What follows belongs to an exercise in optimizing a design on an open flow for small area, a short achievable clock period and few clock cycles per item; a production flow would make more cautious choices.
In this exercise RTL edits were held to simulation tests only and were not proved equivalent to the original.

**flow/design.v**
```verilog
`default_nettype none
package dipsc_pkg;
    localparam int SAMPLE_WIDTH       = 16;
    localparam int GAIN_FRACTION_BITS = 14;
    localparam int GAIN_WIDTH         = 16;
    localparam int ERR_WIDTH   = SAMPLE_WIDTH + 1;
    localparam int LIMIT_WIDTH = SAMPLE_WIDTH - 1;
    localparam int PROD_WIDTH  = ERR_WIDTH + GAIN_WIDTH;
    localparam int FB_WIDTH    = SAMPLE_WIDTH + GAIN_FRACTION_BITS;
    localparam int ACC_WIDTH   = ((PROD_WIDTH > FB_WIDTH) ? PROD_WIDTH : FB_WIDTH) + 2;
    localparam int SHIFT_WIDTH = ACC_WIDTH - GAIN_FRACTION_BITS;
    localparam int CFG_INDEX_WIDTH = 3;
    localparam int CFG_DATA_WIDTH  = (GAIN_WIDTH > SAMPLE_WIDTH) ? GAIN_WIDTH : SAMPLE_WIDTH;
    localparam int IN_FIELDS_WIDTH  = 1 + 2 * SAMPLE_WIDTH;
    localparam int IN_DATA_WIDTH    = ((IN_FIELDS_WIDTH + 7) / 8) * 8;
    localparam int OUT_FIELDS_WIDTH = 2 * SAMPLE_WIDTH + 2 * ERR_WIDTH;
    localparam int OUT_DATA_WIDTH   = ((OUT_FIELDS_WIDTH + 7) / 8) * 8;
    localparam logic [CFG_INDEX_WIDTH-1:0] REG_REFERENCE_SPEED = 3'd0;
    localparam logic [CFG_INDEX_WIDTH-1:0] REG_VOLTAGE_LIMIT   = 3'd1;
    localparam logic [CFG_INDEX_WIDTH-1:0] REG_GAIN_NOW_A      = 3'd2;
    localparam logic [CFG_INDEX_WIDTH-1:0] REG_GAIN_PREV_A     = 3'd3;
    localparam logic [CFG_INDEX_WIDTH-1:0] REG_GAIN_NOW_B      = 3'd4;
    localparam logic [CFG_INDEX_WIDTH-1:0] REG_GAIN_PREV_B     = 3'd5;
    localparam logic signed [SAMPLE_WIDTH-1:0] RESET_REFERENCE_SPEED = 16'sd2560;
    localparam logic        [LIMIT_WIDTH-1:0]  RESET_VOLTAGE_LIMIT   = 15'd3072;
    localparam logic signed [GAIN_WIDTH-1:0]   RESET_GAIN_NOW_A      = 16'sd10476;
    localparam logic signed [GAIN_WIDTH-1:0]   RESET_GAIN_PREV_A     = -16'sd9667;
    localparam logic signed [GAIN_WIDTH-1:0]   RESET_GAIN_NOW_B      = 16'sd10210;
    localparam logic signed [GAIN_WIDTH-1:0]   RESET_GAIN_PREV_B     = -16'sd9421;
endpackage
`default_nettype wire
`default_nettype none
import dipsc_pkg::*;
module dual_incremental_pi_speed_control (
    input  wire                        aclk,
    input  wire                        aresetn,
    input  wire                        cfg_wr_en,
    input  wire [CFG_INDEX_WIDTH-1:0]  cfg_index,
    input  wire [CFG_DATA_WIDTH-1:0]   cfg_wr_data,
    input  wire                        s_tvalid,
    output logic                       s_tready,
    input  wire [IN_DATA_WIDTH-1:0]    s_tdata,
    output logic                       m_tvalid,
    input  wire                        m_tready,
    output logic [OUT_DATA_WIDTH-1:0]  m_tdata
);
    logic signed [SAMPLE_WIDTH-1:0] reference_speed_reg;
    logic        [LIMIT_WIDTH-1:0]  voltage_limit_reg;
    logic signed [GAIN_WIDTH-1:0]   gain_now_a_reg, gain_prev_a_reg;
    logic signed [GAIN_WIDTH-1:0]   gain_now_b_reg, gain_prev_b_reg;
    logic signed [ERR_WIDTH-1:0]    last_error_a_reg, last_error_b_reg;
    logic signed [SAMPLE_WIDTH-1:0] last_drive_a_reg, last_drive_b_reg;
    logic                           in_valid_reg;
    logic                           enable_reg;
    logic signed [SAMPLE_WIDTH-1:0] speed_a_reg, speed_b_reg;
    logic                           out_open;
    logic                           advance;
    logic signed [ERR_WIDTH-1:0]    error_a, error_b;
    logic signed [SAMPLE_WIDTH-1:0] drive_a, drive_b;
    logic signed [SAMPLE_WIDTH-1:0] drive_a_next, drive_b_next;
    logic [OUT_FIELDS_WIDTH-1:0]    out_fields;
    function automatic logic signed [SAMPLE_WIDTH-1:0] pi_update(
        input logic signed [ERR_WIDTH-1:0]    e,
        input logic signed [GAIN_WIDTH-1:0]   g_now,
        input logic signed [GAIN_WIDTH-1:0]   g_prev,
        input logic signed [ERR_WIDTH-1:0]    e_prev,
        input logic signed [SAMPLE_WIDTH-1:0] u_prev,
        input logic        [LIMIT_WIDTH-1:0]  limit
    );
        logic signed [PROD_WIDTH-1:0]  p_now;
        logic signed [PROD_WIDTH-1:0]  p_prev;
        logic signed [ACC_WIDTH-1:0]   acc;
        logic signed [SHIFT_WIDTH-1:0] u;
        logic signed [SHIFT_WIDTH-1:0] hi;
        logic signed [SHIFT_WIDTH-1:0] lo;
        p_now  = PROD_WIDTH'(e) * PROD_WIDTH'(g_now);
        p_prev = PROD_WIDTH'(e_prev) * PROD_WIDTH'(g_prev);
        acc    = ACC_WIDTH'(p_now) + ACC_WIDTH'(p_prev)
               + (ACC_WIDTH'(u_prev) <<< GAIN_FRACTION_BITS);
        u      = acc[ACC_WIDTH-1:GAIN_FRACTION_BITS];
        hi     = $signed({{(SHIFT_WIDTH-LIMIT_WIDTH){1'b0}}, limit});
        lo     = -hi;
        if (u > hi) begin
            u = hi;
        end else if (u < lo) begin
            u = lo;
        end
        pi_update = u[SAMPLE_WIDTH-1:0];
    endfunction
    assign out_open = !m_tvalid || m_tready;
    assign advance  = in_valid_reg && out_open;
    assign s_tready = !in_valid_reg || out_open;
    assign error_a = ERR_WIDTH'(reference_speed_reg) - ERR_WIDTH'(speed_a_reg);
    assign error_b = ERR_WIDTH'(reference_speed_reg) - ERR_WIDTH'(speed_b_reg);
    assign drive_a_next = pi_update(error_a, gain_now_a_reg, gain_prev_a_reg,
                                    last_error_a_reg, last_drive_a_reg, voltage_limit_reg);
    assign drive_b_next = pi_update(error_b, gain_now_b_reg, gain_prev_b_reg,
                                    last_error_b_reg, last_drive_b_reg, voltage_limit_reg);
    assign drive_a = enable_reg ? drive_a_next : '0;
    assign drive_b = enable_reg ? drive_b_next : '0;
    assign out_fields = {error_b, error_a, drive_b, drive_a};
    always_ff @(posedge aclk) begin
        if (!aresetn) begin
            reference_speed_reg <= RESET_REFERENCE_SPEED;
            voltage_limit_reg   <= RESET_VOLTAGE_LIMIT;
            gain_now_a_reg      <= RESET_GAIN_NOW_A;
            gain_prev_a_reg     <= RESET_GAIN_PREV_A;
            gain_now_b_reg      <= RESET_GAIN_NOW_B;
            gain_prev_b_reg     <= RESET_GAIN_PREV_B;
        end else if (cfg_wr_en) begin
            case (cfg_index)
                REG_REFERENCE_SPEED: reference_speed_reg <= cfg_wr_data[SAMPLE_WIDTH-1:0];
                REG_VOLTAGE_LIMIT:   voltage_limit_reg   <= cfg_wr_data[LIMIT_WIDTH-1:0];
                REG_GAIN_NOW_A:      gain_now_a_reg      <= cfg_wr_data[GAIN_WIDTH-1:0];
                REG_GAIN_PREV_A:     gain_prev_a_reg     <= cfg_wr_data[GAIN_WIDTH-1:0];
                REG_GAIN_NOW_B:      gain_now_b_reg      <= cfg_wr_data[GAIN_WIDTH-1:0];
                REG_GAIN_PREV_B:     gain_prev_b_reg     <= cfg_wr_data[GAIN_WIDTH-1:0];
                default: ;
            endcase
        end
    end
    always_ff @(posedge aclk) begin
        if (!aresetn) begin
            in_valid_reg <= 1'b0;
        end else if (s_tready) begin
            in_valid_reg <= s_tvalid;
        end
    end
    always_ff @(posedge aclk) begin
        if (s_tvalid && s_tready) begin
            enable_reg  <= s_tdata[0];
            speed_a_reg <= s_tdata[SAMPLE_WIDTH:1];
            speed_b_reg <= s_tdata[2*SAMPLE_WIDTH:SAMPLE_WIDTH+1];
        end
    end
    always_ff @(posedge aclk) begin
        if (!aresetn) begin
            last_error_a_reg <= '0;
            last_error_b_reg <= '0;
            last_drive_a_reg <= '0;
            last_drive_b_reg <= '0;
        end else if (advance) begin
            last_error_a_reg <= enable_reg ? error_a : '0;
            last_error_b_reg <= enable_reg ? error_b : '0;
            last_drive_a_reg <= drive_a;
            last_drive_b_reg <= drive_b;
        end
    end
    always_ff @(posedge aclk) begin
        if (!aresetn) begin
            m_tvalid <= 1'b0;
        end else if (out_open) begin
            m_tvalid <= in_valid_reg;
        end
    end
    always_ff @(posedge aclk) begin
        if (advance) begin
            m_tdata <= OUT_DATA_WIDTH'(out_fields);
        end
    end
endmodule
`default_nettype wire
```
**flow/run.sh**
```bash
#!/bin/bash
# synth_recipe.tcl (not shown) runs the flow's synth.tcl, then flattens the netlist and writes it again
# the make line also repeats each setting of config.mk as NAME=value (left out here)
make -C /OpenROAD-flow-scripts/flow DESIGN_CONFIG=/design/flow/config.mk WORK_HOME=/design/flow/orfs CLKGATE_MAP_FILE= SYNTH_SCRIPT=/design/flow/synth_recipe.tcl finish
```
**flow/config.mk**
```make
export PLATFORM = sky130hd
export DESIGN_NAME = dual_incremental_pi_speed_control
export DESIGN_NICKNAME = dual_incremental_pi_speed_control
export VERILOG_FILES = /design/flow/design.v
export SDC_FILE = /design/flow/constraint.sdc
export NUM_CORES = 4
export LEC_CHECK = 0
export CAP_MARGIN = 20
export CORE_MARGIN = 2
export CORE_UTILIZATION = 40
export SLEW_MARGIN = 20
```
**flow/constraint.sdc**
```tcl
create_clock -name core_clock -period 13.0 [get_ports {aclk}]
set_input_delay 2.6000 -clock core_clock [delete_from_list [all_inputs] [get_ports {aclk}]]
set_output_delay 2.6000 -clock core_clock [all_outputs]
set_load 0.01 [all_outputs]
```
==> flow_summary.yaml <==
die:
  num_rows: 138
  die_w_microns: 382
  die_area_sq_um: 146000
  start_util: 0.403
  io_pins: 138
  die_h_microns: 382
  core-area_sq_um: 142000
route:
  drtPass1Iterations: 6
  wirelength_microns: 159000
  viasPerCell: 5.04
  drtAntennaViolNets: 0
  vias: 40600
  drc_errors: 0
  first_iter_violations: 2947
  wire_per_inst_microns: 19.8
synthesis:
  ys.flop_type: "dfxtp_1"
  synth_edf_count: 99
  syn_inst: 6096
  synth_area_leader_cell: "fa_1"
  ys_types: 79
  synth_top_area_frac: 0.452
  ys_seq_area_frac: 0.109
  yosys-top-cells-area: "fa_1 (45%), inv_1 (10%), ha_1 (8.9%)"
  netlist_area_sq_um: 57200
  yosys_register_bits: 262
  yosys_warnings: 1
  async_reset_ff_frac: 0
  synth.avg_cell_area_sq_um: 9.38
finish:
  fin_util: 0.439
  syn_to_final_growth_pct: 8.77
  stdcell_area_sq_um: 62200
  num-nets-final: 7893
  fillCellCount: 13700
  largest_reg_flops: 66
  drive_above_1_share: 0.0380
  multi_input_area_sq_um: 44700
  seqCellArea_sq_um: 6240
critical_path:
  start_kind: "register"
  cp_data_required_time_ns: 13.34
  critPathMaxFanout: 9
  cpMostUsedCell: "fa_1"
  cp_slowest_cell: "fa_1"
  path_delay_family: "adder cells"
  crit_buf_inv: 7
  critPathCaptureType: "register"
  critPathArrivalTime_ns: 12.94
  critPathKind: "reg2reg"
  crit_path_max_incr_delay_ns: 0.62
clocking:
  clk_latency_ns: 0.61
  postCtsHoldBufs: 0
  cts_htree_levels: 2
  tritoncts: "yes"
  cts_root_buf: "clkbuf_16"
  cts-buffers-inserted: 35
  clock_path_buffers: 3
  cts.clk_slew.worst_paths_ns: 0.06
  cts_sinks: 262
global_routing:
  grt_pass1_wl_microns: 256000
  grt_pass1_vias: 43600
  grt_max_degree: 90
  grt_antenna_before_repair: 10
  grtUsageTotal: 0.228
  grt.overflow.total: 0
timing:
  min_period_ns: 12.60
  finClkSkew_ns: 0.0499
  maxSlewHeadroom: 0.233
  worst_pin_slew_ns: 1.15
  hold_violations: 0
  final.period_utilization: 0.969
  drv_slew: 0
  hold_slack_ns: 0.451
  fmax_mhz: 79.3
  setup_viol: 0
min_path:
  hold_path.class: "reg2reg"
run:
  maxCapViolations: 0
placement:
  dpl_cell_area_sq_um: 60800
  portBuffers: 124
  dp_hpwl_microns: 131000
  gp_congestion: 0.923
run_status:
  outcome: "timing/DRC/antenna clean"
-- logic make-up after synthesis --
kind of cell	share of synthesized area
AOI/OAI and AO/OA	0.0549
DFF	0.109
xor gates and xnor gates	0.0173
muxes	0.00551
buffers and inverters	0.117
other	0.0000656
and+or+nand+nor	0.155
adders and majority gates	0.541
-- worst min-delay path, cell delays in order (launching register included) --
cell,delay (ns)
dfxtp_1,0.31
nand2_1,0.05
o21ai_1,0.05
-- layer usage --
layer | track usage | vias up | part of all wire | wire length, microns
met5 | 0 | - | 0.00029 | 46
met4 | 0.0674 | 8 | 0.036 | 5650
met3 | 0.0285 | 214 | 0.068 | 10900
met2 | 0.355 | 1274 | 0.45 | 71400
met1 | 0.333 | 21000 | 0.45 | 71200
li1 | - | 18100 | - | -
-- cell usage after synthesis (all sizes together), types with 4 or more instances --
cell type,number
fa,1290
a22o,11
xor2,16
o211ai,17
a211oi,13
and2,587
o21a,17
a211o,5
nor4,4
nand2,694
or2,9
nor2,118
o2111ai,5
mux2i,18
nor3,46
clkbuf,216
a21o,45
o32ai,5
inv,1539
a31oi,10
xnor2,95
o21ai,71
dfxtp,163
or3,10
o21bai,4
o221ai,5
clkinv,5
a22oi,26
and4,4
nand2b,66
buf,12
a21oi,116
nand4,21
a31o,6
a21boi,67
and3,24
a2111oi,10
edfxtp,99
ha,409
nand3,76
nor2b,91
mux2,12
-- final timing paths --
check | slack (ns) | to | cells after the start | start
setup reg to reg | 0.40 | m_tdata[18] | 44 | reference_speed_reg[0]
hold reg to reg | 0.45 | last_drive_b_reg[1] | 2 | last_drive_b_reg[1]
hold / removal | 0.45 | last_drive_b_reg[1] | 2 | last_drive_b_reg[1]
setup / recovery | 0.40 | m_tdata[18] | 44 | reference_speed_reg[0]
-- layout make-up --
class	count	share of cell area
multi-input combinational	4067	0.718
sequential	262	0.100
clock buffer	45	0.0152
clock inverter	18	0.00318
timing repair buffer	220	0.0319
antenna	1	0.0000402
inverter	1544	0.0932
tap	1890	0.0380
-- repair_timing --
item                                   in CTS  in global routing
setup endpoints to repair                   2                 64
endpoints found under the hold margin       0                  0
pin swaps                                   0                  4
resized for setup                           1                 40
buffers inserted                            0                  5
-- cell usage in the layout (no fill, tap or decap), types with 91 or more instances in the layout --
master / instances
nor2b_1: 91
inv_1: 1537
ha_1: 409
fa_1: 1290
nand2_1: 694
a21oi_1: 112
edfxtp_1: 99
and2_1: 585
dfxtp_1: 163
nor2_1: 113
buf_4: 93
clkdlybuf4s50_1: 123
-- per-stage QoR --
step                TNS, ns  worst slack (ns)  cells
floorplan                 0              1.50   6101
global placement          0            0.0912   7978
detailed placement        0            0.0983   7978
CTS                       0             0.164   8041
global route         -0.215           -0.0595   8046
finish                    0             0.397   8047
Testbench counts, summed over its fixed seeds: cycles 48,384, items 48,000.

-- port drivers added, routing unchanged --
How much do the figures lean on ideal ports? The routed layout below was timed once more, with nothing changed but the port constraints.
Step 1 (the two cells are an assumption about what drives the block):
set clk [get_ports {aclk}]
set_driving_cell -lib_cell sky130_fd_sc_hd__clkbuf_16 $clk
set_driving_cell -lib_cell sky130_fd_sc_hd__buf_2 [delete_from_list [all_inputs] $clk]
Step 2 adds t to the input delays and takes it off the output delays; t is the mean of the earliest and latest rising clock arrival at the registers after step 1. Input paths then give back, and output paths get back, about the clock's delay inside the block.
Three values: ideal ports, drivers, drivers and shift; two values: the first two.
t (ns): 0.662
slack for setup (ns): 0.397 / 0.397 / 0.397
worst data-port slew with drivers (ns): 0.13
pins driven straight from the clock port: 1
After both steps setup and hold are still met in this run. The setup slack of this run moves by 0.000 ns with the drivers and by 0.000 ns with both steps.
